This is an optimization exercise on Yosys and OpenROAD, whose aim is small area, a short achievable clock period and few clock cycles, not a production implementation. The RTL was checked by simulation tests, not by an equivalence proof against the original design. No activity file was given, so power comes from the tool's default toggle rates.

==> flow/design.v <==
`default_nettype none
package calc_pkg;
	localparam int DATA_W    = 32;
	localparam int CMD_W     = 4;
	localparam int RESP_W    = 2;
	localparam int NUM_PORTS = 4;
	localparam int PORT_ID_W = 2;
	localparam int SHAMT_W   = 5;
	typedef enum logic [CMD_W-1:0] {
		CMD_NOP = 4'd0,
		CMD_ADD = 4'd1,
		CMD_SUB = 4'd2,
		CMD_SHL = 4'd5,
		CMD_SHR = 4'd6
	} cmd_e;
	typedef enum logic [RESP_W-1:0] {
		RESP_NONE    = 2'd0,
		RESP_OK      = 2'd1,
		RESP_OVFL    = 2'd2,	 
		RESP_BAD_CMD = 2'd3
	} resp_e;
	typedef enum logic [1:0] {
		OP_ADD,
		OP_SUB,
		OP_SHL,
		OP_SHR
	} op_kind_e;
	typedef struct packed {
		logic [DATA_W-SHAMT_W-1:0] pad;	 
		logic [SHAMT_W-1:0]        shamt;
	} shift_op_t;
	typedef union packed {
		logic [DATA_W-1:0] word;
		shift_op_t         sh;
	} operand2_u;
endpackage
`default_nettype wire
`timescale 1ns/1ps
`default_nettype none
module port_front (
	input  logic                        c_clk,
	input  logic                        rst_n,
	input  logic [calc_pkg::CMD_W-1:0]  cmd,
	input  logic [calc_pkg::DATA_W-1:0] data,
	output logic [calc_pkg::RESP_W-1:0] resp,
	output logic [calc_pkg::DATA_W-1:0] resp_data
);
	localparam int DATA_W = calc_pkg::DATA_W;
	logic              opc;	 
	logic              k_sub, k_shl, k_shift, k_bad;	 
	logic [1:0]        rq;	 
	logic [DATA_W-1:0] acc;	 
	logic [DATA_W-1:0] acc_d;
	logic [DATA_W-1:0] sum;
	logic              cout;
	logic [DATA_W-1:0] shr_n;
	logic [DATA_W-1:0] xa;
	logic [DATA_W-1:0] xs;
	logic              in_shl, in_sub, fwd_in, rev_in;
	logic [DATA_W-1:0] xd;
	logic [DATA_W-1:0] prep_n;	 
	assign in_shl = (cmd == calc_pkg::CMD_SHL);
	assign in_sub = (cmd == calc_pkg::CMD_SUB);
	assign fwd_in = !opc && !in_shl;
	assign rev_in = !opc && in_shl;
	for (genvar i = 0; i < DATA_W; i++) begin : g_prep
		cell_xor2 u_x (.a(data[i]), .b(in_sub), .y(xd[i]));
		cell_a22oi u_p (.a1(xd[i]), .a2(fwd_in), .b1(data[DATA_W-1-i]), .b2(rev_in), .y(prep_n[i]));
	end
	for (genvar i = 0; i < DATA_W; i++) begin : g_xs
		cell_xor2 u_xa (.a(acc[i]), .b(k_sub), .y(xa[i]));
		cell_xor2 u_xs (.a(xa[i]), .b(data[i]), .y(xs[i]));
	end
	assign sum[0] = xs[0];
	add_sub_unit u_as (.a(acc), .b(data), .xs(xs), .res(sum[DATA_W-1:1]), .cout(cout));
	shift_unit u_sh (.a(acc), .sh(data[calc_pkg::SHAMT_W-1:0]), .res_n(shr_n));
	logic e_sum, e_shr_n;
	assign e_sum   = opc && !k_shift;
	assign e_shr_n = !(opc && k_shift);
	for (genvar i = 0; i < DATA_W; i++) begin : g_acc
		logic t;
		cell_a2bb2oi u_t (.a1_n(shr_n[i]), .a2_n(e_shr_n), .b1(sum[i]), .b2(e_sum), .y(t));
		cell_nand2 u_d (.a(t), .b(prep_n[i]), .y(acc_d[i]));
	end
	logic ovfl;
	assign ovfl = !k_shift && cout;
	always_ff @(posedge c_clk or negedge rst_n) begin
		if (!rst_n) begin
			opc   <= 1'b0;
			rq    <= calc_pkg::RESP_NONE;
		end else begin
			opc <= !opc && (cmd != calc_pkg::CMD_NOP);
			if (!opc)
				rq <= calc_pkg::RESP_NONE;
			else if (k_bad)
				rq <= calc_pkg::RESP_BAD_CMD;
			else if (ovfl)
				rq <= calc_pkg::RESP_OVFL;
			else
				rq <= calc_pkg::RESP_OK;
		end
	end
	always_ff @(posedge c_clk) begin
		k_sub   <= (cmd == calc_pkg::CMD_SUB);
		k_shl   <= (cmd == calc_pkg::CMD_SHL);
		k_shift <= (cmd == calc_pkg::CMD_SHL) || (cmd == calc_pkg::CMD_SHR);
		k_bad   <= (cmd != calc_pkg::CMD_ADD) && (cmd != calc_pkg::CMD_SUB) &&
		           (cmd != calc_pkg::CMD_SHL) && (cmd != calc_pkg::CMD_SHR);
		acc     <= acc_d;
	end
	logic g_fwd_d, g_rev_d;
	assign g_fwd_d = opc && !k_bad && !ovfl && !k_shl;
	assign g_rev_d = opc && !k_bad && k_shl;
	assign resp = rq;
	for (genvar s = 0; s < DATA_W / 8; s++) begin : g_out
		out_slice u_o (.c_clk, .rst_n, .fwd_d(g_fwd_d), .rev_d(g_rev_d),
			.acc(acc[8*s +: 8]), .acc_rev(acc[DATA_W-1-8*s -: 8]), .y(resp_data[8*s +: 8]));
	end
endmodule
module out_slice (
	input  logic       c_clk,
	input  logic       rst_n,
	input  logic       fwd_d,
	input  logic       rev_d,
	input  logic [7:0] acc,
	input  logic [0:7] acc_rev,
	output logic [7:0] y
);
	logic fwd, rev;
	always_ff @(posedge c_clk or negedge rst_n) begin
		if (!rst_n) begin
			fwd <= 1'b0;
			rev <= 1'b0;
		end else begin
			fwd <= fwd_d;
			rev <= rev_d;
		end
	end
	for (genvar i = 0; i < 8; i++) begin : g_bit
		cell_a22o u_o (.a1(fwd), .a2(acc[i]), .b1(rev), .b2(acc_rev[i]), .y(y[i]));
	end
endmodule
`default_nettype wire
`timescale 1ns/1ps
`default_nettype none
module cell_inv (input logic a, output logic y);
	assign y = ~a;
endmodule
module cell_nand2 (input logic a, input logic b, output logic y);
	assign y = ~(a & b);
endmodule
module cell_nor2 (input logic a, input logic b, output logic y);
	assign y = ~(a | b);
endmodule
module cell_nand2b (input logic a_n, input logic b, output logic y);
	assign y = ~(~a_n & b);
endmodule
module cell_xor2 (input logic a, input logic b, output logic y);
	assign y = a ^ b;
endmodule
module cell_xnor2 (input logic a, input logic b, output logic y);
	assign y = ~(a ^ b);
endmodule
module cell_aoi21 (input logic a1, input logic a2, input logic b1, output logic y);
	assign y = ~((a1 & a2) | b1);
endmodule
module cell_oai21 (input logic a1, input logic a2, input logic b1, output logic y);
	assign y = ~((a1 | a2) & b1);
endmodule
module cell_mux2i (input logic a0, input logic a1, input logic s, output logic y);
	assign y = ~(s ? a1 : a0);
endmodule
module cell_a22o (input logic a1, input logic a2, input logic b1, input logic b2, output logic y);
	assign y = (a1 & a2) | (b1 & b2);
endmodule
module cell_a22oi (input logic a1, input logic a2, input logic b1, input logic b2, output logic y);
	assign y = ~((a1 & a2) | (b1 & b2));
endmodule
module cell_a2bb2oi (input logic a1_n, input logic a2_n, input logic b1, input logic b2, output logic y);
	assign y = ~((~a1_n & ~a2_n) | (b1 & b2));
endmodule
`default_nettype wire
`timescale 1ns/1ps
`default_nettype none
module add_sub_unit (
	input  logic [31:0] a,
	input  logic [31:0] b,
	input  logic [31:0] xs,
	output logic [31:1] res,
	output logic        cout
);
	logic n1;
	cell_nand2 u1 (.a(a[0]), .b(b[0]), .y(n1));
	logic n2;
	cell_nor2 u2 (.a(a[0]), .b(b[0]), .y(n2));
	logic n3;
	cell_nand2 u3 (.a(a[1]), .b(b[1]), .y(n3));
	logic n4;
	cell_nor2 u4 (.a(a[1]), .b(b[1]), .y(n4));
	logic n5;
	cell_nand2 u5 (.a(a[2]), .b(b[2]), .y(n5));
	logic n6;
	cell_nor2 u6 (.a(a[2]), .b(b[2]), .y(n6));
	logic n7;
	cell_nand2 u7 (.a(a[3]), .b(b[3]), .y(n7));
	logic n8;
	cell_nor2 u8 (.a(a[3]), .b(b[3]), .y(n8));
	logic n9;
	cell_nand2 u9 (.a(a[4]), .b(b[4]), .y(n9));
	logic n10;
	cell_nor2 u10 (.a(a[4]), .b(b[4]), .y(n10));
	logic n11;
	cell_nand2 u11 (.a(a[5]), .b(b[5]), .y(n11));
	logic n12;
	cell_nor2 u12 (.a(a[5]), .b(b[5]), .y(n12));
	logic n13;
	cell_nand2 u13 (.a(a[6]), .b(b[6]), .y(n13));
	logic n14;
	cell_nor2 u14 (.a(a[6]), .b(b[6]), .y(n14));
	logic n15;
	cell_nand2 u15 (.a(a[7]), .b(b[7]), .y(n15));
	logic n16;
	cell_nor2 u16 (.a(a[7]), .b(b[7]), .y(n16));
	logic n17;
	cell_nand2 u17 (.a(a[8]), .b(b[8]), .y(n17));
	logic n18;
	cell_nor2 u18 (.a(a[8]), .b(b[8]), .y(n18));
	logic n19;
	cell_nand2 u19 (.a(a[9]), .b(b[9]), .y(n19));
	logic n20;
	cell_nor2 u20 (.a(a[9]), .b(b[9]), .y(n20));
	logic n21;
	cell_nand2 u21 (.a(a[10]), .b(b[10]), .y(n21));
	logic n22;
	cell_nor2 u22 (.a(a[10]), .b(b[10]), .y(n22));
	logic n23;
	cell_nand2 u23 (.a(a[11]), .b(b[11]), .y(n23));
	logic n24;
	cell_nor2 u24 (.a(a[11]), .b(b[11]), .y(n24));
	logic n25;
	cell_nand2 u25 (.a(a[12]), .b(b[12]), .y(n25));
	logic n26;
	cell_nor2 u26 (.a(a[12]), .b(b[12]), .y(n26));
	logic n27;
	cell_nand2 u27 (.a(a[13]), .b(b[13]), .y(n27));
	logic n28;
	cell_nor2 u28 (.a(a[13]), .b(b[13]), .y(n28));
	logic n29;
	cell_nand2 u29 (.a(a[14]), .b(b[14]), .y(n29));
	logic n30;
	cell_nor2 u30 (.a(a[14]), .b(b[14]), .y(n30));
	logic n31;
	cell_nand2 u31 (.a(a[15]), .b(b[15]), .y(n31));
	logic n32;
	cell_nor2 u32 (.a(a[15]), .b(b[15]), .y(n32));
	logic n33;
	cell_nand2 u33 (.a(a[16]), .b(b[16]), .y(n33));
	logic n34;
	cell_nor2 u34 (.a(a[16]), .b(b[16]), .y(n34));
	logic n35;
	cell_nand2 u35 (.a(a[17]), .b(b[17]), .y(n35));
	logic n36;
	cell_nor2 u36 (.a(a[17]), .b(b[17]), .y(n36));
	logic n37;
	cell_nand2 u37 (.a(a[18]), .b(b[18]), .y(n37));
	logic n38;
	cell_nor2 u38 (.a(a[18]), .b(b[18]), .y(n38));
	logic n39;
	cell_nand2 u39 (.a(a[19]), .b(b[19]), .y(n39));
	logic n40;
	cell_nor2 u40 (.a(a[19]), .b(b[19]), .y(n40));
	logic n41;
	cell_nand2 u41 (.a(a[20]), .b(b[20]), .y(n41));
	logic n42;
	cell_nor2 u42 (.a(a[20]), .b(b[20]), .y(n42));
	logic n43;
	cell_nand2 u43 (.a(a[21]), .b(b[21]), .y(n43));
	logic n44;
	cell_nor2 u44 (.a(a[21]), .b(b[21]), .y(n44));
	logic n45;
	cell_nand2 u45 (.a(a[22]), .b(b[22]), .y(n45));
	logic n46;
	cell_nor2 u46 (.a(a[22]), .b(b[22]), .y(n46));
	logic n47;
	cell_nand2 u47 (.a(a[23]), .b(b[23]), .y(n47));
	logic n48;
	cell_nor2 u48 (.a(a[23]), .b(b[23]), .y(n48));
	logic n49;
	cell_nand2 u49 (.a(a[24]), .b(b[24]), .y(n49));
	logic n50;
	cell_nor2 u50 (.a(a[24]), .b(b[24]), .y(n50));
	logic n51;
	cell_nand2 u51 (.a(a[25]), .b(b[25]), .y(n51));
	logic n52;
	cell_nor2 u52 (.a(a[25]), .b(b[25]), .y(n52));
	logic n53;
	cell_nand2 u53 (.a(a[26]), .b(b[26]), .y(n53));
	logic n54;
	cell_nor2 u54 (.a(a[26]), .b(b[26]), .y(n54));
	logic n55;
	cell_nand2 u55 (.a(a[27]), .b(b[27]), .y(n55));
	logic n56;
	cell_nor2 u56 (.a(a[27]), .b(b[27]), .y(n56));
	logic n57;
	cell_nand2 u57 (.a(a[28]), .b(b[28]), .y(n57));
	logic n58;
	cell_nor2 u58 (.a(a[28]), .b(b[28]), .y(n58));
	logic n59;
	cell_nand2 u59 (.a(a[29]), .b(b[29]), .y(n59));
	logic n60;
	cell_nor2 u60 (.a(a[29]), .b(b[29]), .y(n60));
	logic n61;
	cell_nand2 u61 (.a(a[30]), .b(b[30]), .y(n61));
	logic n62;
	cell_nor2 u62 (.a(a[30]), .b(b[30]), .y(n62));
	logic n63;
	cell_nand2 u63 (.a(a[31]), .b(b[31]), .y(n63));
	logic n64;
	cell_nor2 u64 (.a(a[31]), .b(b[31]), .y(n64));
	logic n65;
	cell_oai21 u65 (.a1(n4), .a2(n1), .b1(n3), .y(n65));
	logic n66;
	cell_oai21 u66 (.a1(n8), .a2(n5), .b1(n7), .y(n66));
	logic n67;
	cell_nor2 u67 (.a(n8), .b(n6), .y(n67));
	logic n68;
	cell_oai21 u68 (.a1(n12), .a2(n9), .b1(n11), .y(n68));
	logic n69;
	cell_nor2 u69 (.a(n12), .b(n10), .y(n69));
	logic n70;
	cell_oai21 u70 (.a1(n16), .a2(n13), .b1(n15), .y(n70));
	logic n71;
	cell_nor2 u71 (.a(n16), .b(n14), .y(n71));
	logic n72;
	cell_oai21 u72 (.a1(n20), .a2(n17), .b1(n19), .y(n72));
	logic n73;
	cell_nor2 u73 (.a(n20), .b(n18), .y(n73));
	logic n74;
	cell_oai21 u74 (.a1(n24), .a2(n21), .b1(n23), .y(n74));
	logic n75;
	cell_nor2 u75 (.a(n24), .b(n22), .y(n75));
	logic n76;
	cell_oai21 u76 (.a1(n28), .a2(n25), .b1(n27), .y(n76));
	logic n77;
	cell_nor2 u77 (.a(n28), .b(n26), .y(n77));
	logic n78;
	cell_oai21 u78 (.a1(n32), .a2(n29), .b1(n31), .y(n78));
	logic n79;
	cell_nor2 u79 (.a(n32), .b(n30), .y(n79));
	logic n80;
	cell_oai21 u80 (.a1(n36), .a2(n33), .b1(n35), .y(n80));
	logic n81;
	cell_nor2 u81 (.a(n36), .b(n34), .y(n81));
	logic n82;
	cell_oai21 u82 (.a1(n40), .a2(n37), .b1(n39), .y(n82));
	logic n83;
	cell_nor2 u83 (.a(n40), .b(n38), .y(n83));
	logic n84;
	cell_oai21 u84 (.a1(n44), .a2(n41), .b1(n43), .y(n84));
	logic n85;
	cell_nor2 u85 (.a(n44), .b(n42), .y(n85));
	logic n86;
	cell_oai21 u86 (.a1(n48), .a2(n45), .b1(n47), .y(n86));
	logic n87;
	cell_nor2 u87 (.a(n48), .b(n46), .y(n87));
	logic n88;
	cell_oai21 u88 (.a1(n52), .a2(n49), .b1(n51), .y(n88));
	logic n89;
	cell_nor2 u89 (.a(n52), .b(n50), .y(n89));
	logic n90;
	cell_oai21 u90 (.a1(n56), .a2(n53), .b1(n55), .y(n90));
	logic n91;
	cell_nor2 u91 (.a(n56), .b(n54), .y(n91));
	logic n92;
	cell_oai21 u92 (.a1(n60), .a2(n57), .b1(n59), .y(n92));
	logic n93;
	cell_nor2 u93 (.a(n60), .b(n58), .y(n93));
	logic n94;
	cell_oai21 u94 (.a1(n64), .a2(n61), .b1(n63), .y(n94));
	logic n95;
	cell_nor2 u95 (.a(n64), .b(n62), .y(n95));
	logic n96;
	cell_inv u96 (.a(n5), .y(n96));
	logic n97;
	cell_inv u97 (.a(n6), .y(n97));
	logic n98;
	cell_aoi21 u98 (.a1(n97), .a2(n65), .b1(n96), .y(n98));
	logic n99;
	cell_aoi21 u99 (.a1(n67), .a2(n65), .b1(n66), .y(n99));
	logic n100;
	cell_inv u100 (.a(n13), .y(n100));
	logic n101;
	cell_inv u101 (.a(n14), .y(n101));
	logic n102;
	cell_aoi21 u102 (.a1(n101), .a2(n68), .b1(n100), .y(n102));
	logic n103;
	cell_nand2 u103 (.a(n101), .b(n69), .y(n103));
	logic n104;
	cell_aoi21 u104 (.a1(n71), .a2(n68), .b1(n70), .y(n104));
	logic n105;
	cell_nand2 u105 (.a(n71), .b(n69), .y(n105));
	logic n106;
	cell_inv u106 (.a(n21), .y(n106));
	logic n107;
	cell_inv u107 (.a(n22), .y(n107));
	logic n108;
	cell_aoi21 u108 (.a1(n107), .a2(n72), .b1(n106), .y(n108));
	logic n109;
	cell_nand2 u109 (.a(n107), .b(n73), .y(n109));
	logic n110;
	cell_aoi21 u110 (.a1(n75), .a2(n72), .b1(n74), .y(n110));
	logic n111;
	cell_nand2 u111 (.a(n75), .b(n73), .y(n111));
	logic n112;
	cell_inv u112 (.a(n29), .y(n112));
	logic n113;
	cell_inv u113 (.a(n30), .y(n113));
	logic n114;
	cell_aoi21 u114 (.a1(n113), .a2(n76), .b1(n112), .y(n114));
	logic n115;
	cell_nand2 u115 (.a(n113), .b(n77), .y(n115));
	logic n116;
	cell_aoi21 u116 (.a1(n79), .a2(n76), .b1(n78), .y(n116));
	logic n117;
	cell_nand2 u117 (.a(n79), .b(n77), .y(n117));
	logic n118;
	cell_inv u118 (.a(n37), .y(n118));
	logic n119;
	cell_inv u119 (.a(n38), .y(n119));
	logic n120;
	cell_aoi21 u120 (.a1(n119), .a2(n80), .b1(n118), .y(n120));
	logic n121;
	cell_nand2 u121 (.a(n119), .b(n81), .y(n121));
	logic n122;
	cell_aoi21 u122 (.a1(n83), .a2(n80), .b1(n82), .y(n122));
	logic n123;
	cell_nand2 u123 (.a(n83), .b(n81), .y(n123));
	logic n124;
	cell_inv u124 (.a(n45), .y(n124));
	logic n125;
	cell_inv u125 (.a(n46), .y(n125));
	logic n126;
	cell_aoi21 u126 (.a1(n125), .a2(n84), .b1(n124), .y(n126));
	logic n127;
	cell_nand2 u127 (.a(n125), .b(n85), .y(n127));
	logic n128;
	cell_aoi21 u128 (.a1(n87), .a2(n84), .b1(n86), .y(n128));
	logic n129;
	cell_nand2 u129 (.a(n87), .b(n85), .y(n129));
	logic n130;
	cell_inv u130 (.a(n53), .y(n130));
	logic n131;
	cell_inv u131 (.a(n54), .y(n131));
	logic n132;
	cell_aoi21 u132 (.a1(n131), .a2(n88), .b1(n130), .y(n132));
	logic n133;
	cell_nand2 u133 (.a(n131), .b(n89), .y(n133));
	logic n134;
	cell_aoi21 u134 (.a1(n91), .a2(n88), .b1(n90), .y(n134));
	logic n135;
	cell_nand2 u135 (.a(n91), .b(n89), .y(n135));
	logic n136;
	cell_inv u136 (.a(n61), .y(n136));
	logic n137;
	cell_inv u137 (.a(n62), .y(n137));
	logic n138;
	cell_aoi21 u138 (.a1(n137), .a2(n92), .b1(n136), .y(n138));
	logic n139;
	cell_nand2 u139 (.a(n137), .b(n93), .y(n139));
	logic n140;
	cell_aoi21 u140 (.a1(n95), .a2(n92), .b1(n94), .y(n140));
	logic n141;
	cell_nand2 u141 (.a(n95), .b(n93), .y(n141));
	logic n142;
	cell_oai21 u142 (.a1(n10), .a2(n99), .b1(n9), .y(n142));
	logic n143;
	cell_inv u143 (.a(n68), .y(n143));
	logic n144;
	cell_inv u144 (.a(n69), .y(n144));
	logic n145;
	cell_oai21 u145 (.a1(n144), .a2(n99), .b1(n143), .y(n145));
	logic n146;
	cell_oai21 u146 (.a1(n103), .a2(n99), .b1(n102), .y(n146));
	logic n147;
	cell_oai21 u147 (.a1(n105), .a2(n99), .b1(n104), .y(n147));
	logic n148;
	cell_oai21 u148 (.a1(n26), .a2(n110), .b1(n25), .y(n148));
	logic n149;
	cell_nor2 u149 (.a(n26), .b(n111), .y(n149));
	logic n150;
	cell_inv u150 (.a(n76), .y(n150));
	logic n151;
	cell_inv u151 (.a(n77), .y(n151));
	logic n152;
	cell_oai21 u152 (.a1(n151), .a2(n110), .b1(n150), .y(n152));
	logic n153;
	cell_nor2 u153 (.a(n151), .b(n111), .y(n153));
	logic n154;
	cell_oai21 u154 (.a1(n115), .a2(n110), .b1(n114), .y(n154));
	logic n155;
	cell_nor2 u155 (.a(n115), .b(n111), .y(n155));
	logic n156;
	cell_oai21 u156 (.a1(n117), .a2(n110), .b1(n116), .y(n156));
	logic n157;
	cell_nor2 u157 (.a(n117), .b(n111), .y(n157));
	logic n158;
	cell_oai21 u158 (.a1(n42), .a2(n122), .b1(n41), .y(n158));
	logic n159;
	cell_nor2 u159 (.a(n42), .b(n123), .y(n159));
	logic n160;
	cell_inv u160 (.a(n84), .y(n160));
	logic n161;
	cell_inv u161 (.a(n85), .y(n161));
	logic n162;
	cell_oai21 u162 (.a1(n161), .a2(n122), .b1(n160), .y(n162));
	logic n163;
	cell_nor2 u163 (.a(n161), .b(n123), .y(n163));
	logic n164;
	cell_oai21 u164 (.a1(n127), .a2(n122), .b1(n126), .y(n164));
	logic n165;
	cell_nor2 u165 (.a(n127), .b(n123), .y(n165));
	logic n166;
	cell_oai21 u166 (.a1(n129), .a2(n122), .b1(n128), .y(n166));
	logic n167;
	cell_nor2 u167 (.a(n129), .b(n123), .y(n167));
	logic n168;
	cell_oai21 u168 (.a1(n58), .a2(n134), .b1(n57), .y(n168));
	logic n169;
	cell_nor2 u169 (.a(n58), .b(n135), .y(n169));
	logic n170;
	cell_inv u170 (.a(n92), .y(n170));
	logic n171;
	cell_inv u171 (.a(n93), .y(n171));
	logic n172;
	cell_oai21 u172 (.a1(n171), .a2(n134), .b1(n170), .y(n172));
	logic n173;
	cell_nor2 u173 (.a(n171), .b(n135), .y(n173));
	logic n174;
	cell_oai21 u174 (.a1(n139), .a2(n134), .b1(n138), .y(n174));
	logic n175;
	cell_nor2 u175 (.a(n139), .b(n135), .y(n175));
	logic n176;
	cell_oai21 u176 (.a1(n141), .a2(n134), .b1(n140), .y(n176));
	logic n177;
	cell_nor2 u177 (.a(n141), .b(n135), .y(n177));
	logic n178;
	cell_inv u178 (.a(n17), .y(n178));
	logic n179;
	cell_inv u179 (.a(n18), .y(n179));
	logic n180;
	cell_aoi21 u180 (.a1(n179), .a2(n147), .b1(n178), .y(n180));
	logic n181;
	cell_aoi21 u181 (.a1(n73), .a2(n147), .b1(n72), .y(n181));
	logic n182;
	cell_inv u182 (.a(n108), .y(n182));
	logic n183;
	cell_inv u183 (.a(n109), .y(n183));
	logic n184;
	cell_aoi21 u184 (.a1(n183), .a2(n147), .b1(n182), .y(n184));
	logic n185;
	cell_inv u185 (.a(n110), .y(n185));
	logic n186;
	cell_inv u186 (.a(n111), .y(n186));
	logic n187;
	cell_aoi21 u187 (.a1(n186), .a2(n147), .b1(n185), .y(n187));
	logic n188;
	cell_aoi21 u188 (.a1(n149), .a2(n147), .b1(n148), .y(n188));
	logic n189;
	cell_aoi21 u189 (.a1(n153), .a2(n147), .b1(n152), .y(n189));
	logic n190;
	cell_aoi21 u190 (.a1(n155), .a2(n147), .b1(n154), .y(n190));
	logic n191;
	cell_aoi21 u191 (.a1(n157), .a2(n147), .b1(n156), .y(n191));
	logic n192;
	cell_inv u192 (.a(n49), .y(n192));
	logic n193;
	cell_inv u193 (.a(n50), .y(n193));
	logic n194;
	cell_aoi21 u194 (.a1(n193), .a2(n166), .b1(n192), .y(n194));
	logic n195;
	cell_nand2 u195 (.a(n193), .b(n167), .y(n195));
	logic n196;
	cell_aoi21 u196 (.a1(n89), .a2(n166), .b1(n88), .y(n196));
	logic n197;
	cell_nand2 u197 (.a(n89), .b(n167), .y(n197));
	logic n198;
	cell_inv u198 (.a(n132), .y(n198));
	logic n199;
	cell_inv u199 (.a(n133), .y(n199));
	logic n200;
	cell_aoi21 u200 (.a1(n199), .a2(n166), .b1(n198), .y(n200));
	logic n201;
	cell_nand2 u201 (.a(n199), .b(n167), .y(n201));
	logic n202;
	cell_inv u202 (.a(n134), .y(n202));
	logic n203;
	cell_inv u203 (.a(n135), .y(n203));
	logic n204;
	cell_aoi21 u204 (.a1(n203), .a2(n166), .b1(n202), .y(n204));
	logic n205;
	cell_nand2 u205 (.a(n203), .b(n167), .y(n205));
	logic n206;
	cell_aoi21 u206 (.a1(n169), .a2(n166), .b1(n168), .y(n206));
	logic n207;
	cell_nand2 u207 (.a(n169), .b(n167), .y(n207));
	logic n208;
	cell_aoi21 u208 (.a1(n173), .a2(n166), .b1(n172), .y(n208));
	logic n209;
	cell_nand2 u209 (.a(n173), .b(n167), .y(n209));
	logic n210;
	cell_aoi21 u210 (.a1(n175), .a2(n166), .b1(n174), .y(n210));
	logic n211;
	cell_nand2 u211 (.a(n175), .b(n167), .y(n211));
	logic n212;
	cell_aoi21 u212 (.a1(n177), .a2(n166), .b1(n176), .y(n212));
	logic n213;
	cell_nand2 u213 (.a(n177), .b(n167), .y(n213));
	logic n214;
	cell_oai21 u214 (.a1(n34), .a2(n191), .b1(n33), .y(n214));
	logic n215;
	cell_inv u215 (.a(n80), .y(n215));
	logic n216;
	cell_inv u216 (.a(n81), .y(n216));
	logic n217;
	cell_oai21 u217 (.a1(n216), .a2(n191), .b1(n215), .y(n217));
	logic n218;
	cell_oai21 u218 (.a1(n121), .a2(n191), .b1(n120), .y(n218));
	logic n219;
	cell_oai21 u219 (.a1(n123), .a2(n191), .b1(n122), .y(n219));
	logic n220;
	cell_inv u220 (.a(n158), .y(n220));
	logic n221;
	cell_inv u221 (.a(n159), .y(n221));
	logic n222;
	cell_oai21 u222 (.a1(n221), .a2(n191), .b1(n220), .y(n222));
	logic n223;
	cell_inv u223 (.a(n162), .y(n223));
	logic n224;
	cell_inv u224 (.a(n163), .y(n224));
	logic n225;
	cell_oai21 u225 (.a1(n224), .a2(n191), .b1(n223), .y(n225));
	logic n226;
	cell_inv u226 (.a(n164), .y(n226));
	logic n227;
	cell_inv u227 (.a(n165), .y(n227));
	logic n228;
	cell_oai21 u228 (.a1(n227), .a2(n191), .b1(n226), .y(n228));
	logic n229;
	cell_inv u229 (.a(n166), .y(n229));
	logic n230;
	cell_inv u230 (.a(n167), .y(n230));
	logic n231;
	cell_oai21 u231 (.a1(n230), .a2(n191), .b1(n229), .y(n231));
	logic n232;
	cell_oai21 u232 (.a1(n195), .a2(n191), .b1(n194), .y(n232));
	logic n233;
	cell_oai21 u233 (.a1(n197), .a2(n191), .b1(n196), .y(n233));
	logic n234;
	cell_oai21 u234 (.a1(n201), .a2(n191), .b1(n200), .y(n234));
	logic n235;
	cell_oai21 u235 (.a1(n205), .a2(n191), .b1(n204), .y(n235));
	logic n236;
	cell_oai21 u236 (.a1(n207), .a2(n191), .b1(n206), .y(n236));
	logic n237;
	cell_oai21 u237 (.a1(n209), .a2(n191), .b1(n208), .y(n237));
	logic n238;
	cell_oai21 u238 (.a1(n211), .a2(n191), .b1(n210), .y(n238));
	logic n239;
	cell_oai21 u239 (.a1(n213), .a2(n191), .b1(n212), .y(cout));
	cell_xnor2 u240 (.a(xs[1]), .b(n1), .y(res[1]));
	cell_xor2 u241 (.a(xs[2]), .b(n65), .y(res[2]));
	cell_xnor2 u242 (.a(xs[3]), .b(n98), .y(res[3]));
	cell_xnor2 u243 (.a(xs[4]), .b(n99), .y(res[4]));
	cell_xor2 u244 (.a(xs[5]), .b(n142), .y(res[5]));
	cell_xor2 u245 (.a(xs[6]), .b(n145), .y(res[6]));
	cell_xor2 u246 (.a(xs[7]), .b(n146), .y(res[7]));
	cell_xor2 u247 (.a(xs[8]), .b(n147), .y(res[8]));
	cell_xnor2 u248 (.a(xs[9]), .b(n180), .y(res[9]));
	cell_xnor2 u249 (.a(xs[10]), .b(n181), .y(res[10]));
	cell_xnor2 u250 (.a(xs[11]), .b(n184), .y(res[11]));
	cell_xnor2 u251 (.a(xs[12]), .b(n187), .y(res[12]));
	cell_xnor2 u252 (.a(xs[13]), .b(n188), .y(res[13]));
	cell_xnor2 u253 (.a(xs[14]), .b(n189), .y(res[14]));
	cell_xnor2 u254 (.a(xs[15]), .b(n190), .y(res[15]));
	cell_xnor2 u255 (.a(xs[16]), .b(n191), .y(res[16]));
	cell_xor2 u256 (.a(xs[17]), .b(n214), .y(res[17]));
	cell_xor2 u257 (.a(xs[18]), .b(n217), .y(res[18]));
	cell_xor2 u258 (.a(xs[19]), .b(n218), .y(res[19]));
	cell_xor2 u259 (.a(xs[20]), .b(n219), .y(res[20]));
	cell_xor2 u260 (.a(xs[21]), .b(n222), .y(res[21]));
	cell_xor2 u261 (.a(xs[22]), .b(n225), .y(res[22]));
	cell_xor2 u262 (.a(xs[23]), .b(n228), .y(res[23]));
	cell_xor2 u263 (.a(xs[24]), .b(n231), .y(res[24]));
	cell_xor2 u264 (.a(xs[25]), .b(n232), .y(res[25]));
	cell_xor2 u265 (.a(xs[26]), .b(n233), .y(res[26]));
	cell_xor2 u266 (.a(xs[27]), .b(n234), .y(res[27]));
	cell_xor2 u267 (.a(xs[28]), .b(n235), .y(res[28]));
	cell_xor2 u268 (.a(xs[29]), .b(n236), .y(res[29]));
	cell_xor2 u269 (.a(xs[30]), .b(n237), .y(res[30]));
	cell_xor2 u270 (.a(xs[31]), .b(n238), .y(res[31]));
endmodule
`default_nettype wire
`timescale 1ns/1ps
`default_nettype none
module shift_unit (
	input  logic [31:0] a,
	input  logic [4:0]  sh,
	output logic [31:0] res_n
);
	logic n1;
	cell_mux2i u1 (.a0(a[0]), .a1(a[1]), .s(sh[0]), .y(n1));
	logic n2;
	cell_mux2i u2 (.a0(a[1]), .a1(a[2]), .s(sh[0]), .y(n2));
	logic n3;
	cell_mux2i u3 (.a0(a[2]), .a1(a[3]), .s(sh[0]), .y(n3));
	logic n4;
	cell_mux2i u4 (.a0(a[3]), .a1(a[4]), .s(sh[0]), .y(n4));
	logic n5;
	cell_mux2i u5 (.a0(a[4]), .a1(a[5]), .s(sh[0]), .y(n5));
	logic n6;
	cell_mux2i u6 (.a0(a[5]), .a1(a[6]), .s(sh[0]), .y(n6));
	logic n7;
	cell_mux2i u7 (.a0(a[6]), .a1(a[7]), .s(sh[0]), .y(n7));
	logic n8;
	cell_mux2i u8 (.a0(a[7]), .a1(a[8]), .s(sh[0]), .y(n8));
	logic n9;
	cell_mux2i u9 (.a0(a[8]), .a1(a[9]), .s(sh[0]), .y(n9));
	logic n10;
	cell_mux2i u10 (.a0(a[9]), .a1(a[10]), .s(sh[0]), .y(n10));
	logic n11;
	cell_mux2i u11 (.a0(a[10]), .a1(a[11]), .s(sh[0]), .y(n11));
	logic n12;
	cell_mux2i u12 (.a0(a[11]), .a1(a[12]), .s(sh[0]), .y(n12));
	logic n13;
	cell_mux2i u13 (.a0(a[12]), .a1(a[13]), .s(sh[0]), .y(n13));
	logic n14;
	cell_mux2i u14 (.a0(a[13]), .a1(a[14]), .s(sh[0]), .y(n14));
	logic n15;
	cell_mux2i u15 (.a0(a[14]), .a1(a[15]), .s(sh[0]), .y(n15));
	logic n16;
	cell_mux2i u16 (.a0(a[15]), .a1(a[16]), .s(sh[0]), .y(n16));
	logic n17;
	cell_mux2i u17 (.a0(a[16]), .a1(a[17]), .s(sh[0]), .y(n17));
	logic n18;
	cell_mux2i u18 (.a0(a[17]), .a1(a[18]), .s(sh[0]), .y(n18));
	logic n19;
	cell_mux2i u19 (.a0(a[18]), .a1(a[19]), .s(sh[0]), .y(n19));
	logic n20;
	cell_mux2i u20 (.a0(a[19]), .a1(a[20]), .s(sh[0]), .y(n20));
	logic n21;
	cell_mux2i u21 (.a0(a[20]), .a1(a[21]), .s(sh[0]), .y(n21));
	logic n22;
	cell_mux2i u22 (.a0(a[21]), .a1(a[22]), .s(sh[0]), .y(n22));
	logic n23;
	cell_mux2i u23 (.a0(a[22]), .a1(a[23]), .s(sh[0]), .y(n23));
	logic n24;
	cell_mux2i u24 (.a0(a[23]), .a1(a[24]), .s(sh[0]), .y(n24));
	logic n25;
	cell_mux2i u25 (.a0(a[24]), .a1(a[25]), .s(sh[0]), .y(n25));
	logic n26;
	cell_mux2i u26 (.a0(a[25]), .a1(a[26]), .s(sh[0]), .y(n26));
	logic n27;
	cell_mux2i u27 (.a0(a[26]), .a1(a[27]), .s(sh[0]), .y(n27));
	logic n28;
	cell_mux2i u28 (.a0(a[27]), .a1(a[28]), .s(sh[0]), .y(n28));
	logic n29;
	cell_mux2i u29 (.a0(a[28]), .a1(a[29]), .s(sh[0]), .y(n29));
	logic n30;
	cell_mux2i u30 (.a0(a[29]), .a1(a[30]), .s(sh[0]), .y(n30));
	logic n31;
	cell_mux2i u31 (.a0(a[30]), .a1(a[31]), .s(sh[0]), .y(n31));
	logic n32;
	cell_nand2b u32 (.a_n(sh[0]), .b(a[31]), .y(n32));
	logic n33;
	cell_mux2i u33 (.a0(n1), .a1(n3), .s(sh[1]), .y(n33));
	logic n34;
	cell_mux2i u34 (.a0(n2), .a1(n4), .s(sh[1]), .y(n34));
	logic n35;
	cell_mux2i u35 (.a0(n3), .a1(n5), .s(sh[1]), .y(n35));
	logic n36;
	cell_mux2i u36 (.a0(n4), .a1(n6), .s(sh[1]), .y(n36));
	logic n37;
	cell_mux2i u37 (.a0(n5), .a1(n7), .s(sh[1]), .y(n37));
	logic n38;
	cell_mux2i u38 (.a0(n6), .a1(n8), .s(sh[1]), .y(n38));
	logic n39;
	cell_mux2i u39 (.a0(n7), .a1(n9), .s(sh[1]), .y(n39));
	logic n40;
	cell_mux2i u40 (.a0(n8), .a1(n10), .s(sh[1]), .y(n40));
	logic n41;
	cell_mux2i u41 (.a0(n9), .a1(n11), .s(sh[1]), .y(n41));
	logic n42;
	cell_mux2i u42 (.a0(n10), .a1(n12), .s(sh[1]), .y(n42));
	logic n43;
	cell_mux2i u43 (.a0(n11), .a1(n13), .s(sh[1]), .y(n43));
	logic n44;
	cell_mux2i u44 (.a0(n12), .a1(n14), .s(sh[1]), .y(n44));
	logic n45;
	cell_mux2i u45 (.a0(n13), .a1(n15), .s(sh[1]), .y(n45));
	logic n46;
	cell_mux2i u46 (.a0(n14), .a1(n16), .s(sh[1]), .y(n46));
	logic n47;
	cell_mux2i u47 (.a0(n15), .a1(n17), .s(sh[1]), .y(n47));
	logic n48;
	cell_mux2i u48 (.a0(n16), .a1(n18), .s(sh[1]), .y(n48));
	logic n49;
	cell_mux2i u49 (.a0(n17), .a1(n19), .s(sh[1]), .y(n49));
	logic n50;
	cell_mux2i u50 (.a0(n18), .a1(n20), .s(sh[1]), .y(n50));
	logic n51;
	cell_mux2i u51 (.a0(n19), .a1(n21), .s(sh[1]), .y(n51));
	logic n52;
	cell_mux2i u52 (.a0(n20), .a1(n22), .s(sh[1]), .y(n52));
	logic n53;
	cell_mux2i u53 (.a0(n21), .a1(n23), .s(sh[1]), .y(n53));
	logic n54;
	cell_mux2i u54 (.a0(n22), .a1(n24), .s(sh[1]), .y(n54));
	logic n55;
	cell_mux2i u55 (.a0(n23), .a1(n25), .s(sh[1]), .y(n55));
	logic n56;
	cell_mux2i u56 (.a0(n24), .a1(n26), .s(sh[1]), .y(n56));
	logic n57;
	cell_mux2i u57 (.a0(n25), .a1(n27), .s(sh[1]), .y(n57));
	logic n58;
	cell_mux2i u58 (.a0(n26), .a1(n28), .s(sh[1]), .y(n58));
	logic n59;
	cell_mux2i u59 (.a0(n27), .a1(n29), .s(sh[1]), .y(n59));
	logic n60;
	cell_mux2i u60 (.a0(n28), .a1(n30), .s(sh[1]), .y(n60));
	logic n61;
	cell_mux2i u61 (.a0(n29), .a1(n31), .s(sh[1]), .y(n61));
	logic n62;
	cell_mux2i u62 (.a0(n30), .a1(n32), .s(sh[1]), .y(n62));
	logic n63;
	cell_nor2 u63 (.a(sh[1]), .b(n31), .y(n63));
	logic n64;
	cell_nor2 u64 (.a(sh[1]), .b(n32), .y(n64));
	logic n65;
	cell_mux2i u65 (.a0(n33), .a1(n37), .s(sh[2]), .y(n65));
	logic n66;
	cell_mux2i u66 (.a0(n34), .a1(n38), .s(sh[2]), .y(n66));
	logic n67;
	cell_mux2i u67 (.a0(n35), .a1(n39), .s(sh[2]), .y(n67));
	logic n68;
	cell_mux2i u68 (.a0(n36), .a1(n40), .s(sh[2]), .y(n68));
	logic n69;
	cell_mux2i u69 (.a0(n37), .a1(n41), .s(sh[2]), .y(n69));
	logic n70;
	cell_mux2i u70 (.a0(n38), .a1(n42), .s(sh[2]), .y(n70));
	logic n71;
	cell_mux2i u71 (.a0(n39), .a1(n43), .s(sh[2]), .y(n71));
	logic n72;
	cell_mux2i u72 (.a0(n40), .a1(n44), .s(sh[2]), .y(n72));
	logic n73;
	cell_mux2i u73 (.a0(n41), .a1(n45), .s(sh[2]), .y(n73));
	logic n74;
	cell_mux2i u74 (.a0(n42), .a1(n46), .s(sh[2]), .y(n74));
	logic n75;
	cell_mux2i u75 (.a0(n43), .a1(n47), .s(sh[2]), .y(n75));
	logic n76;
	cell_mux2i u76 (.a0(n44), .a1(n48), .s(sh[2]), .y(n76));
	logic n77;
	cell_mux2i u77 (.a0(n45), .a1(n49), .s(sh[2]), .y(n77));
	logic n78;
	cell_mux2i u78 (.a0(n46), .a1(n50), .s(sh[2]), .y(n78));
	logic n79;
	cell_mux2i u79 (.a0(n47), .a1(n51), .s(sh[2]), .y(n79));
	logic n80;
	cell_mux2i u80 (.a0(n48), .a1(n52), .s(sh[2]), .y(n80));
	logic n81;
	cell_mux2i u81 (.a0(n49), .a1(n53), .s(sh[2]), .y(n81));
	logic n82;
	cell_mux2i u82 (.a0(n50), .a1(n54), .s(sh[2]), .y(n82));
	logic n83;
	cell_mux2i u83 (.a0(n51), .a1(n55), .s(sh[2]), .y(n83));
	logic n84;
	cell_mux2i u84 (.a0(n52), .a1(n56), .s(sh[2]), .y(n84));
	logic n85;
	cell_mux2i u85 (.a0(n53), .a1(n57), .s(sh[2]), .y(n85));
	logic n86;
	cell_mux2i u86 (.a0(n54), .a1(n58), .s(sh[2]), .y(n86));
	logic n87;
	cell_mux2i u87 (.a0(n55), .a1(n59), .s(sh[2]), .y(n87));
	logic n88;
	cell_mux2i u88 (.a0(n56), .a1(n60), .s(sh[2]), .y(n88));
	logic n89;
	cell_mux2i u89 (.a0(n57), .a1(n61), .s(sh[2]), .y(n89));
	logic n90;
	cell_mux2i u90 (.a0(n58), .a1(n62), .s(sh[2]), .y(n90));
	logic n91;
	cell_mux2i u91 (.a0(n59), .a1(n63), .s(sh[2]), .y(n91));
	logic n92;
	cell_mux2i u92 (.a0(n60), .a1(n64), .s(sh[2]), .y(n92));
	logic n93;
	cell_nand2b u93 (.a_n(sh[2]), .b(n61), .y(n93));
	logic n94;
	cell_nand2b u94 (.a_n(sh[2]), .b(n62), .y(n94));
	logic n95;
	cell_nand2b u95 (.a_n(sh[2]), .b(n63), .y(n95));
	logic n96;
	cell_nand2b u96 (.a_n(sh[2]), .b(n64), .y(n96));
	logic n97;
	cell_mux2i u97 (.a0(n65), .a1(n73), .s(sh[3]), .y(n97));
	logic n98;
	cell_mux2i u98 (.a0(n66), .a1(n74), .s(sh[3]), .y(n98));
	logic n99;
	cell_mux2i u99 (.a0(n67), .a1(n75), .s(sh[3]), .y(n99));
	logic n100;
	cell_mux2i u100 (.a0(n68), .a1(n76), .s(sh[3]), .y(n100));
	logic n101;
	cell_mux2i u101 (.a0(n69), .a1(n77), .s(sh[3]), .y(n101));
	logic n102;
	cell_mux2i u102 (.a0(n70), .a1(n78), .s(sh[3]), .y(n102));
	logic n103;
	cell_mux2i u103 (.a0(n71), .a1(n79), .s(sh[3]), .y(n103));
	logic n104;
	cell_mux2i u104 (.a0(n72), .a1(n80), .s(sh[3]), .y(n104));
	logic n105;
	cell_mux2i u105 (.a0(n73), .a1(n81), .s(sh[3]), .y(n105));
	logic n106;
	cell_mux2i u106 (.a0(n74), .a1(n82), .s(sh[3]), .y(n106));
	logic n107;
	cell_mux2i u107 (.a0(n75), .a1(n83), .s(sh[3]), .y(n107));
	logic n108;
	cell_mux2i u108 (.a0(n76), .a1(n84), .s(sh[3]), .y(n108));
	logic n109;
	cell_mux2i u109 (.a0(n77), .a1(n85), .s(sh[3]), .y(n109));
	logic n110;
	cell_mux2i u110 (.a0(n78), .a1(n86), .s(sh[3]), .y(n110));
	logic n111;
	cell_mux2i u111 (.a0(n79), .a1(n87), .s(sh[3]), .y(n111));
	logic n112;
	cell_mux2i u112 (.a0(n80), .a1(n88), .s(sh[3]), .y(n112));
	logic n113;
	cell_mux2i u113 (.a0(n81), .a1(n89), .s(sh[3]), .y(n113));
	logic n114;
	cell_mux2i u114 (.a0(n82), .a1(n90), .s(sh[3]), .y(n114));
	logic n115;
	cell_mux2i u115 (.a0(n83), .a1(n91), .s(sh[3]), .y(n115));
	logic n116;
	cell_mux2i u116 (.a0(n84), .a1(n92), .s(sh[3]), .y(n116));
	logic n117;
	cell_mux2i u117 (.a0(n85), .a1(n93), .s(sh[3]), .y(n117));
	logic n118;
	cell_mux2i u118 (.a0(n86), .a1(n94), .s(sh[3]), .y(n118));
	logic n119;
	cell_mux2i u119 (.a0(n87), .a1(n95), .s(sh[3]), .y(n119));
	logic n120;
	cell_mux2i u120 (.a0(n88), .a1(n96), .s(sh[3]), .y(n120));
	logic n121;
	cell_nor2 u121 (.a(sh[3]), .b(n89), .y(n121));
	logic n122;
	cell_nor2 u122 (.a(sh[3]), .b(n90), .y(n122));
	logic n123;
	cell_nor2 u123 (.a(sh[3]), .b(n91), .y(n123));
	logic n124;
	cell_nor2 u124 (.a(sh[3]), .b(n92), .y(n124));
	logic n125;
	cell_nor2 u125 (.a(sh[3]), .b(n93), .y(n125));
	logic n126;
	cell_nor2 u126 (.a(sh[3]), .b(n94), .y(n126));
	logic n127;
	cell_nor2 u127 (.a(sh[3]), .b(n95), .y(n127));
	logic n128;
	cell_nor2 u128 (.a(sh[3]), .b(n96), .y(n128));
	cell_mux2i u129 (.a0(n97), .a1(n113), .s(sh[4]), .y(res_n[0]));
	cell_mux2i u130 (.a0(n98), .a1(n114), .s(sh[4]), .y(res_n[1]));
	cell_mux2i u131 (.a0(n99), .a1(n115), .s(sh[4]), .y(res_n[2]));
	cell_mux2i u132 (.a0(n100), .a1(n116), .s(sh[4]), .y(res_n[3]));
	cell_mux2i u133 (.a0(n101), .a1(n117), .s(sh[4]), .y(res_n[4]));
	cell_mux2i u134 (.a0(n102), .a1(n118), .s(sh[4]), .y(res_n[5]));
	cell_mux2i u135 (.a0(n103), .a1(n119), .s(sh[4]), .y(res_n[6]));
	cell_mux2i u136 (.a0(n104), .a1(n120), .s(sh[4]), .y(res_n[7]));
	cell_mux2i u137 (.a0(n105), .a1(n121), .s(sh[4]), .y(res_n[8]));
	cell_mux2i u138 (.a0(n106), .a1(n122), .s(sh[4]), .y(res_n[9]));
	cell_mux2i u139 (.a0(n107), .a1(n123), .s(sh[4]), .y(res_n[10]));
	cell_mux2i u140 (.a0(n108), .a1(n124), .s(sh[4]), .y(res_n[11]));
	cell_mux2i u141 (.a0(n109), .a1(n125), .s(sh[4]), .y(res_n[12]));
	cell_mux2i u142 (.a0(n110), .a1(n126), .s(sh[4]), .y(res_n[13]));
	cell_mux2i u143 (.a0(n111), .a1(n127), .s(sh[4]), .y(res_n[14]));
	cell_mux2i u144 (.a0(n112), .a1(n128), .s(sh[4]), .y(res_n[15]));
	cell_nand2b u145 (.a_n(sh[4]), .b(n113), .y(res_n[16]));
	cell_nand2b u146 (.a_n(sh[4]), .b(n114), .y(res_n[17]));
	cell_nand2b u147 (.a_n(sh[4]), .b(n115), .y(res_n[18]));
	cell_nand2b u148 (.a_n(sh[4]), .b(n116), .y(res_n[19]));
	cell_nand2b u149 (.a_n(sh[4]), .b(n117), .y(res_n[20]));
	cell_nand2b u150 (.a_n(sh[4]), .b(n118), .y(res_n[21]));
	cell_nand2b u151 (.a_n(sh[4]), .b(n119), .y(res_n[22]));
	cell_nand2b u152 (.a_n(sh[4]), .b(n120), .y(res_n[23]));
	cell_nand2b u153 (.a_n(sh[4]), .b(n121), .y(res_n[24]));
	cell_nand2b u154 (.a_n(sh[4]), .b(n122), .y(res_n[25]));
	cell_nand2b u155 (.a_n(sh[4]), .b(n123), .y(res_n[26]));
	cell_nand2b u156 (.a_n(sh[4]), .b(n124), .y(res_n[27]));
	cell_nand2b u157 (.a_n(sh[4]), .b(n125), .y(res_n[28]));
	cell_nand2b u158 (.a_n(sh[4]), .b(n126), .y(res_n[29]));
	cell_nand2b u159 (.a_n(sh[4]), .b(n127), .y(res_n[30]));
	cell_nand2b u160 (.a_n(sh[4]), .b(n128), .y(res_n[31]));
endmodule
`default_nettype wire
`timescale 1ns/1ps
`default_nettype none
module calc_top (
	input  logic                        c_clk,
	input  logic                        rst_n,
	input  logic [calc_pkg::CMD_W-1:0]  req1_cmd,
	input  logic [calc_pkg::DATA_W-1:0] req1_data,
	input  logic [calc_pkg::CMD_W-1:0]  req2_cmd,
	input  logic [calc_pkg::DATA_W-1:0] req2_data,
	input  logic [calc_pkg::CMD_W-1:0]  req3_cmd,
	input  logic [calc_pkg::DATA_W-1:0] req3_data,
	input  logic [calc_pkg::CMD_W-1:0]  req4_cmd,
	input  logic [calc_pkg::DATA_W-1:0] req4_data,
	output logic [calc_pkg::RESP_W-1:0] resp1,
	output logic [calc_pkg::DATA_W-1:0] data1,
	output logic [calc_pkg::RESP_W-1:0] resp2,
	output logic [calc_pkg::DATA_W-1:0] data2,
	output logic [calc_pkg::RESP_W-1:0] resp3,
	output logic [calc_pkg::DATA_W-1:0] data3,
	output logic [calc_pkg::RESP_W-1:0] resp4,
	output logic [calc_pkg::DATA_W-1:0] data4
);
	port_front u_p1 (.c_clk, .rst_n, .cmd(req1_cmd), .data(req1_data), .resp(resp1), .resp_data(data1));
	port_front u_p2 (.c_clk, .rst_n, .cmd(req2_cmd), .data(req2_data), .resp(resp2), .resp_data(data2));
	port_front u_p3 (.c_clk, .rst_n, .cmd(req3_cmd), .data(req3_data), .resp(resp3), .resp_data(data3));
	port_front u_p4 (.c_clk, .rst_n, .cmd(req4_cmd), .data(req4_data), .resp(resp4), .resp_data(data4));
endmodule
`default_nettype wire
==> flow/flow/run.sh <==
#!/bin/bash
# The standard layout with two changes to how it is made:
# - the ports are buffered by buf_1 instead of the default clkdlybuf4s50_1
#   delay cell (every port still gets its own buffer);
# - before floorplanning, combinational cells that synthesis sized up are set
#   back to their smallest size (flow/downsize.tcl); the resizer sizes up
#   again where timing needs it.
set -e
cp standard.sh standard.sh.log
{
	echo "export BUFFER_PORTS_ARGS = -buffer_cell sky130_fd_sc_hd__buf_1"
	echo "export PRE_FLOORPLAN_TCL = $(pwd)/flow/downsize.tcl"
} >> config.mk
export BUFFER_PORTS_ARGS="-buffer_cell sky130_fd_sc_hd__buf_1"
export PRE_FLOORPLAN_TCL="$(pwd)/flow/downsize.tcl"
bash standard.sh > standard.log 2>&1
==> flow/flow/downsize.tcl <==
# Before floorplanning: set every combinational cell that synthesis sized up
# back to the smallest cell of its kind. The resizer sizes up again where
# timing needs it. Flip-flops, buffers and tie cells are left as they are.
set db [ord::get_db]
set lib_masters {}
foreach lib [$db getLibs] {
  foreach m [$lib getMasters] {
    dict set lib_masters [$m getName] $m
  }
}
set n 0
foreach inst [[ord::get_db_block] getInsts] {
  set name [[$inst getMaster] getName]
  if { ![regexp {^(sky130_fd_sc_hd__)([a-z0-9]+)_([0-9]+)$} $name -> pre base size] } { continue }
  if { [regexp {^(df|edf|sdf|dl|buf|clkbuf|clkdly|dlygate|conb|tap|fill|decap|inv|clkinv)} $base] } { continue }
  set best ""
  set best_area 1e9
  foreach s {0 1 2 4} {
    set cand "${pre}${base}_$s"
    if { [dict exists $lib_masters $cand] } {
      set m [dict get $lib_masters $cand]
      set a [expr {[$m getWidth] * [$m getHeight]}]
      if { $a < $best_area } { set best $cand; set best_area $a }
    }
  }
  if { $best ne "" && $best ne $name } {
    replace_cell [$inst getName] $best
    incr n
  }
}
puts "downsize: $n cells set to their smallest size"
==> flow/standard.sh <==
#!/bin/bash
# synth_recipe.tcl (not shown) runs the flow's synth.tcl, then flattens the netlist and writes it again
# the make line also repeats each setting of config.mk as NAME=value (left out here)
make -C /OpenROAD-flow-scripts/flow DESIGN_CONFIG=/design/flow/config.mk WORK_HOME=/design/flow/orfs CLKGATE_MAP_FILE= SYNTH_SCRIPT=/design/flow/synth_recipe.tcl "${@:-finish}"
==> flow/config.mk <==
export PLATFORM = sky130hd
export DESIGN_NAME = calc_top
export DESIGN_NICKNAME = calc_top
export VERILOG_FILES = /design/flow/design.v
export SDC_FILE = /design/flow/constraint.sdc
export NUM_CORES = 4
export LEC_CHECK = 0
export CAP_MARGIN = 20
export CORE_MARGIN = 2
export CORE_UTILIZATION = 40
export SETUP_SLACK_MARGIN = 2.0
export SLEW_MARGIN = 20
export SYNTH_HIERARCHICAL = 1
export BUFFER_PORTS_ARGS = -buffer_cell sky130_fd_sc_hd__buf_1
export PRE_FLOORPLAN_TCL = /design/flow/flow/downsize.tcl
==> flow/constraint.sdc <==
create_clock -name core_clock -period 4.4 [get_ports {c_clk}]
set_input_delay 0.8800 -clock core_clock [delete_from_list [all_inputs] [get_ports {c_clk}]]
set_output_delay 0.8800 -clock core_clock [all_outputs]
set_load 0.01 [all_outputs]
==> results of run 1 <==
-- per-stage QoR --
step / utilization, % / std cells / instance area, µm² / setup slack [ns] / hold slack [ns]
2_1_floorplan: - / 2868 / 22700 / 1.48 / 0.418
3_3_place_gp: 45.3 / 3929 / 25000 / 1.08 / 0.437
3_5_place_dp: 45.3 / 3929 / 25000 / 1.09 / 0.443
4_1_cts: 46.8 / 3974 / 25800 / 2.01 / 0.393
5_1_grt: 47.6 / 3989 / 26300 / 1.97 / 0.422
6_report: 47.6 / 3989 / 26300 / 2.01 / 0.403
-- worst max path at each step --
stage / from / endpoint / slack [ns] / depth (start not counted)
after floorplan: req1_cmd[0] / u_p1.acc[0] / 1.48 / 4
after global placement: req1_data[17] / u_p1.g_out[0].u_o.fwd / 1.08 / 9
after detailed placement: req1_data[17] / u_p1.g_out[1].u_o.fwd / 1.09 / 9
after CTS: u_p1.g_out[3].u_o.fwd / data1[25] / 2.01 / 2
after global routing: req2_data[0] / u_p2.acc[12] / 1.97 / 9
final: u_p2.g_out[2].u_o.rev / data2[23] / 2.01 / 2
-- cells in the final DEF, fill, tap and decap left out, drive strengths merged, types with 4 or more instances in the layout --
master,instances
mux2i,516
xor2,468
nand2,348
buf,305
nor2,281
inv,195
o21ai,192
dfxtp,144
a22o,128
a22oi,128
a2bb2oi,128
a21oi,128
nand2b,88
clkbuf,51
xnor2,44
dfrtp,44
nor2b,12
nor4b,8
clkinv,6
a21boi,4
and4bb,4
and3,4
nor4,4
and3b,4
o21a,4
-- state kept, by name, indices dropped and copies added, names as in the netlist, 4 cells and up --
register,count
u_p1.g_out.u_o.rev,4
u_p3.g_out.u_o.fwd,4
u_p3.acc,32
u_p2.g_out.u_o.fwd,4
u_p4.acc,32
u_p1.g_out.u_o.fwd,4
u_p3.g_out.u_o.rev,4
u_p2.acc,32
u_p4.g_out.u_o.fwd,4
u_p4.g_out.u_o.rev,4
u_p1.acc,32
u_p2.g_out.u_o.rev,4
-- layout make-up --
type	instances	area (µm²)
antenna	1	2.50
clock buffer	17	425
clock inverter	15	154
fill	5601	28900
inverter	188	706
multi-input combinational	2493	18300
sequential	188	4020
tap	748	936
timing repair buffer	339	1700
-- timing repair --
item / 4_1_cts / 5_1_grt
pin swaps: 3 / 14
resized for setup: 40 / 90
buffers inserted: 13 / 11
endpoints found under the setup margin: 148 / 135
gates cloned: 0 / 3
-- power by group through the flow --
stage          Sequential [µW]  Clock [µW]  Combinational, µW
2_1_floorplan             3370           0               7240
3_3_place_gp              4090           0               9250
3_5_place_dp              4090           0               9330
4_1_cts                   4060        1710               9640
5_1_grt                   4230        1760              11100
6_report                  4130        1650              10100
-- worst max-delay path: stages, from the launching register on --
cell and delay, ns:
dfrtp_1 0.61, a22o_1 0.20, buf_1 0.17
-- layer usage --
metal	share of wire, %	global-route usage (%)
met1	46	36.2
met2	47	42.4
met3	5.6	3.21
met4	2.2	8.90
met5	0.062	0
==> results.txt, run 1 <==
fin crit share=54.2%; Final Setup Violations=0; Routed WL per cell=19.8 µm; yosys warns=8; power share of the sequential group=26.0%; Worst EP required=3.52 ns; Initial Util=40.6%; Sw Ratio=53.1%; Hold Crit Class=input port to asynchronous set/reset pin; DR pass1 iterations=6; post-route ant nets=0; Rel. slew slack=25.6%; Final Max Tran Viols=0; gr usage total=26.3%; Critical Path Start Type=flop; largest net degree at the start of global routing=36; Psw=8440 µW; Final Hold Violating Endpoints=0; Clk pwr share=10.4%; RR Startpoint=u_p1.acc[0]; DRT iter0 DRCs=1,981; maximum vdd ir drop=0.335 mV; layout cells sized above 1=7.53%; DIE WIDTH=241 µm; Worst Tran Pin Value=1.12 ns; Worst-Skew Late Latency=0.52 ns; via count=22,600; Crit Path Class=flop to output port; vias per cell=5.67; pwr dens=605 nW/µm²; TritonCTS Buffers=17; Die ar.=57,900 µm²; vias in the first global route=20,500; status=no timing/DRC/antenna violations; GP Congestion=0.922; Die Y=241 µm; final setup TNS=0 ns; R2R Setup Slk=2.11 ns; clock skew=0.0123 ns; nets=3,373; core area=55,200 µm²; RSZ-0062 raised after global routing=yes; Routed WL=79.0 mm; Net Count, Synth=3,014; Clock Sinks=188; Total Power=15,900 µW; row cnt=86; port bufs=281; Logic pwr share=63.6%; Hold Buf Count CTS=0; crit path DAT=1.51 ns; reg-to-reg endpoint=u_p1.acc[22]; global-route wire length before repair=119 mm; H-tree depth=4; cells after synthesis=2,868; clk slew on worst S/H paths=0.08 ns; maxcap violations=0; FF-to-FF path depth=10; HPWL after DPL=56.8 mm; CTS tree=done; grt ovf=0; DR DRC count=0; initial antenna violation count=5; Leakage Power=0.0126 µW; clock buffer depth=2; Ports=282; Final min period=2.39 ns; CTS root buf=clkbuf_16; crit-path max FO=8; Critical Path Sink Type=output port; internal power=7470 µW; Fmax=419 MHz
Testbench counts, summed over its fixed seeds: cycles 2,408.
==> run 2: changes to the inputs <==
--- a/flow/design.v
+++ b/flow/design.v
@@ -54,25 +54,22 @@
 	logic [DATA_W-1:0] sum;
 	logic              cout;
 	logic [DATA_W-1:0] shr_n;
-	logic [DATA_W-1:0] xa;
+	logic [DATA_W-1:0] xa;	 
 	logic [DATA_W-1:0] xs;
-	logic              in_shl, in_sub, fwd_in, rev_in;
-	logic [DATA_W-1:0] xd;
+	logic              in_shl, fwd_in, rev_in;
 	logic [DATA_W-1:0] prep_n;	 
 	assign in_shl = (cmd == calc_pkg::CMD_SHL);
-	assign in_sub = (cmd == calc_pkg::CMD_SUB);
 	assign fwd_in = !opc && !in_shl;
 	assign rev_in = !opc && in_shl;
 	for (genvar i = 0; i < DATA_W; i++) begin : g_prep
-		cell_xor2 u_x (.a(data[i]), .b(in_sub), .y(xd[i]));
-		cell_a22oi u_p (.a1(xd[i]), .a2(fwd_in), .b1(data[DATA_W-1-i]), .b2(rev_in), .y(prep_n[i]));
+		cell_a22oi u_p (.a1(data[i]), .a2(fwd_in), .b1(data[DATA_W-1-i]), .b2(rev_in), .y(prep_n[i]));
 	end
 	for (genvar i = 0; i < DATA_W; i++) begin : g_xs
 		cell_xor2 u_xa (.a(acc[i]), .b(k_sub), .y(xa[i]));
-		cell_xor2 u_xs (.a(xa[i]), .b(data[i]), .y(xs[i]));
+		cell_xor2 u_xs (.a(acc[i]), .b(data[i]), .y(xs[i]));
 	end
 	assign sum[0] = xs[0];
-	add_sub_unit u_as (.a(acc), .b(data), .xs(xs), .res(sum[DATA_W-1:1]), .cout(cout));
+	add_sub_unit u_as (.a(xa), .b(data), .xs(xs), .res(sum[DATA_W-1:1]), .cout(cout));
 	shift_unit u_sh (.a(acc), .sh(data[calc_pkg::SHAMT_W-1:0]), .res_n(shr_n));
 	logic e_sum, e_shr_n;
 	assign e_sum   = opc && !k_shift;
==> run 2 against run 1 <==
Clock-buffer cell count did not move. Still clean on timing, DRC and antenna. Die area is 4.9% lower. Flip-flop and latch count did not move. First-iteration DRC count is 1.5% lower. Cell area rose by 2.0%. Maximum frequency is 4.9% lower. Clock power increased by 6%.
==> results.txt, run 2 <==
initial antenna violation count=12 (+7); clock buffer depth=2 (unchanged); DR DRC count=0 (unchanged); nets=3,305 (-2.0%); Crit Path Class=flop to flop; cell class contributing the biggest share of worst-path delay=compound AO/OA/AOI/OAI gates; RR Startpoint=u_p1.k_sub; yosys warns=8 (unchanged); reg-to-reg endpoint=u_p1.acc[20]; crit path cell chain=buf_6 -> buf_16 -> xor2_2 -> nor2_2 -> o21ai_2 -> a21oi_2 -> o21ai_4 -> a21oi_4 -> buf_12 -> buf_12 -> o21ai_2 -> xor2_1 -> a2bb2oi_1 -> nand2_1; Critical Path Start Type=flop; Layout Cells excl Fill=3,866 (-3.1%); clk slew on worst S/H paths=0.08 ns (about the same); final setup TNS=0 ns (unchanged); gr usage total=27.8% (+1.5 points); largest net degree at the start of global routing=45 (+25%); Max stage delay on crit path=0.39 ns (-0.22 ns); cells after synthesis=2,740 (-4.5%); fin crit share=57.0% (+2.8 points); Ports=282 (unchanged); CTS root buf=clkbuf_16; row cnt=84 (-2.3%); DRT iter0 DRCs=1,952 (-1.5%); Final Instance Area=26,800 µm² (+2.0%); Critical Path Sink Type=flop; Layout Utilization=51.0% (+3.4 points); DR pass1 iterations=6 (unchanged); Final Max Tran Viols=0 (unchanged); Routed WL=82.9 mm (+5.0%); DP Area=23,700 µm² (-5.1%); Leakage Power=0.0124 µW (-1.8%); HPWL after DPL=57.7 mm (+1.5%); DIE WIDTH=235 µm (-2.5%); Rel. slew slack=34.9% (+9.3 points); most common cell after layout, fill and taps aside=mux2i_1; Fmax=399 MHz (-4.9%); H-tree depth=4 (unchanged); most frequent cells in the layout=mux2i_1 (500), nand2_1 (330), xor2_1 (298); FF-to-FF path depth=14 (+4); RSZ-0062 raised after global routing=yes; slowest cell on the critical path=dfxtp_4; Die ar.=55,000 µm² (-4.9%); Hold Crit Class=input port to asynchronous set/reset pin; via count=22,700 (+0.21%); maxcap violations=0 (unchanged); TritonCTS Buffers=17 (unchanged); Final Setup Violations=0 (unchanged); crit path DAT=2.89 ns (+1.38 ns); Crit path buffers/inverters=4 (+3); Final Hold Violating Endpoints=0 (unchanged); CTS tree=done; global-route wire length before repair=123 mm (+3.0%); Worst-Skew Late Latency=0.50 ns (-0.02 ns); pwr dens=653 nW/µm² (+7.9%); post-route ant nets=0 (unchanged); crit-path max FO=8 (unchanged); clock skew=0.0107 ns (-0.00162 ns); Hold Buf Count CTS=0 (unchanged); R2R Setup Slk=1.89 ns (-0.22 ns); GP Congestion=0.920 (-0.20%); core area=52,600 µm² (-4.8%); Routed WL per cell=21.4 µm (+8.3%); Final min period=2.51 ns (+0.122 ns); Total Power=17,500 µW (+10%); vias in the first global route=21,400 (+4.1%); Clock Sinks=188 (unchanged); Die Y=235 µm (-2.5%); maximum vdd ir drop=0.304 mV (-9.3%); port bufs=281 (unchanged); Inst Count DP=3,744 (-4.7%); vias per cell=5.86 (+3.4%); grt ovf=0 (unchanged); layout cells sized above 1=15.1% (+7.6 points); Worst EP required=4.79 ns (+1.27 ns); status=no timing/DRC/antenna violations; Net Count, Synth=2,886 (-4.2%); Initial Util=40.5% (-0.088 points); Worst Tran Pin Value=0.974 ns (-0.142 ns)
[run 2: worst max-delay path by stage]
stage / slack (ns) / start / endpoint / cells past startpoint
3_3_place_gp: 1.10 / req3_data[0] / u_p3.g_out[1].u_o.fwd / 9
3_5_place_dp: 1.00 / req2_data[0] / u_p2.g_out[1].u_o.fwd / 9
5_1_grt: 1.82 / u_p3.k_sub / u_p3.acc[27] / 12
2_1_floorplan: 2.00 / req1_data[1] / u_p1.g_out[0].u_o.fwd / 8
6_report: 1.89 / u_p1.k_sub / u_p1.acc[20] / 14
4_1_cts: 1.96 / u_p3.k_sub / u_p3.acc[25] / 13
[run 2: power by group]
group          switching (µW)  internal, µW  total (µW)  leakage, µW
sequential               1690          2390        4090      0.00176
combinational            6740          4940       11700       0.0103
clock                     874           871        1750     0.000305
total                    9310          8200       17500       0.0124
[run 2: metrics by stage]
stage          worst slack [ns]  hold slack [ns]
4_1_cts                    1.96            0.443
3_3_place_gp               1.10            0.428
5_1_grt                    1.82            0.493
3_5_place_dp               1.00            0.443
6_report                   1.89            0.455
2_1_floorplan              2.00            0.418
[run 2: layout make-up]
| class | instances | area, µm² |
|---|---|---|
| Fill cell | 5077 | 25700 |
| Antenna cell | 6 | 15.0 |
| Multi-Input combinational cell | 2367 | 18200 |
| Clock buffer | 17 | 425 |
| Timing Repair Buffer | 397 | 2410 |
| Tap cell | 688 | 861 |
| Inverter | 188 | 706 |
| Clock inverter | 15 | 191 |
| Sequential cell | 188 | 4040 |
[run 2: what timing repair did]
action                                  CTS  global route
resized for setup                       130           287
endpoints found under the setup margin  164           158
pin swaps                                22            78
buffers inserted                         44            30
gates cloned                              0            10
[run 2: routing by layer]
metal / up-vias / GRT usage [%] / share of wire, %
met2: 959 / 45.5 / 47
met1: 10900 / 36.0 / 43
met4: 12 / 9.93 / 3.0
met3: 153 / 5.70 / 7.4
li1: 10600 / - / -
met5: - / 0 / 0.090
Testbench counts of run 2, summed over its fixed seeds: cycles 2,408.

-- afterwards: timing with drivers on the ports --
Ports are ideal in the flow. The routed layouts listed here were re-timed in OpenROAD.
Step 1 (the two cells are an assumption about what drives the block):
set clk [get_ports {c_clk}]
set_driving_cell -lib_cell sky130_fd_sc_hd__clkbuf_16 $clk
set_driving_cell -lib_cell sky130_fd_sc_hd__buf_2 [delete_from_list [all_inputs] $clk]
Step 2 adds t to the input delays and takes it off the output delays; t is the mean of the earliest and latest rising clock arrival at the registers after step 1. Input paths then give back, and output paths get back, about the clock's delay inside the block.
Slacks: ideal ports / drivers / drivers and shift; pairs: ideal ports / drivers.
| run | shift t [ns] | slack for setup (ns) | slew at the worst register clock pin (ns) |
|---|---|---|---|
| run 1 | 0.564 | 2.015 / 1.959 / 1.503 | 0.09 / 0.09 |
| run 2 | 0.546 | 1.893 / 1.893 / 1.405 | 0.09 / 0.09 |
After both steps setup and hold are still met in every run listed. For run 1, which loses most, drivers alone change the setup slack by -0.056 ns; drivers and shift together by -0.512 ns.
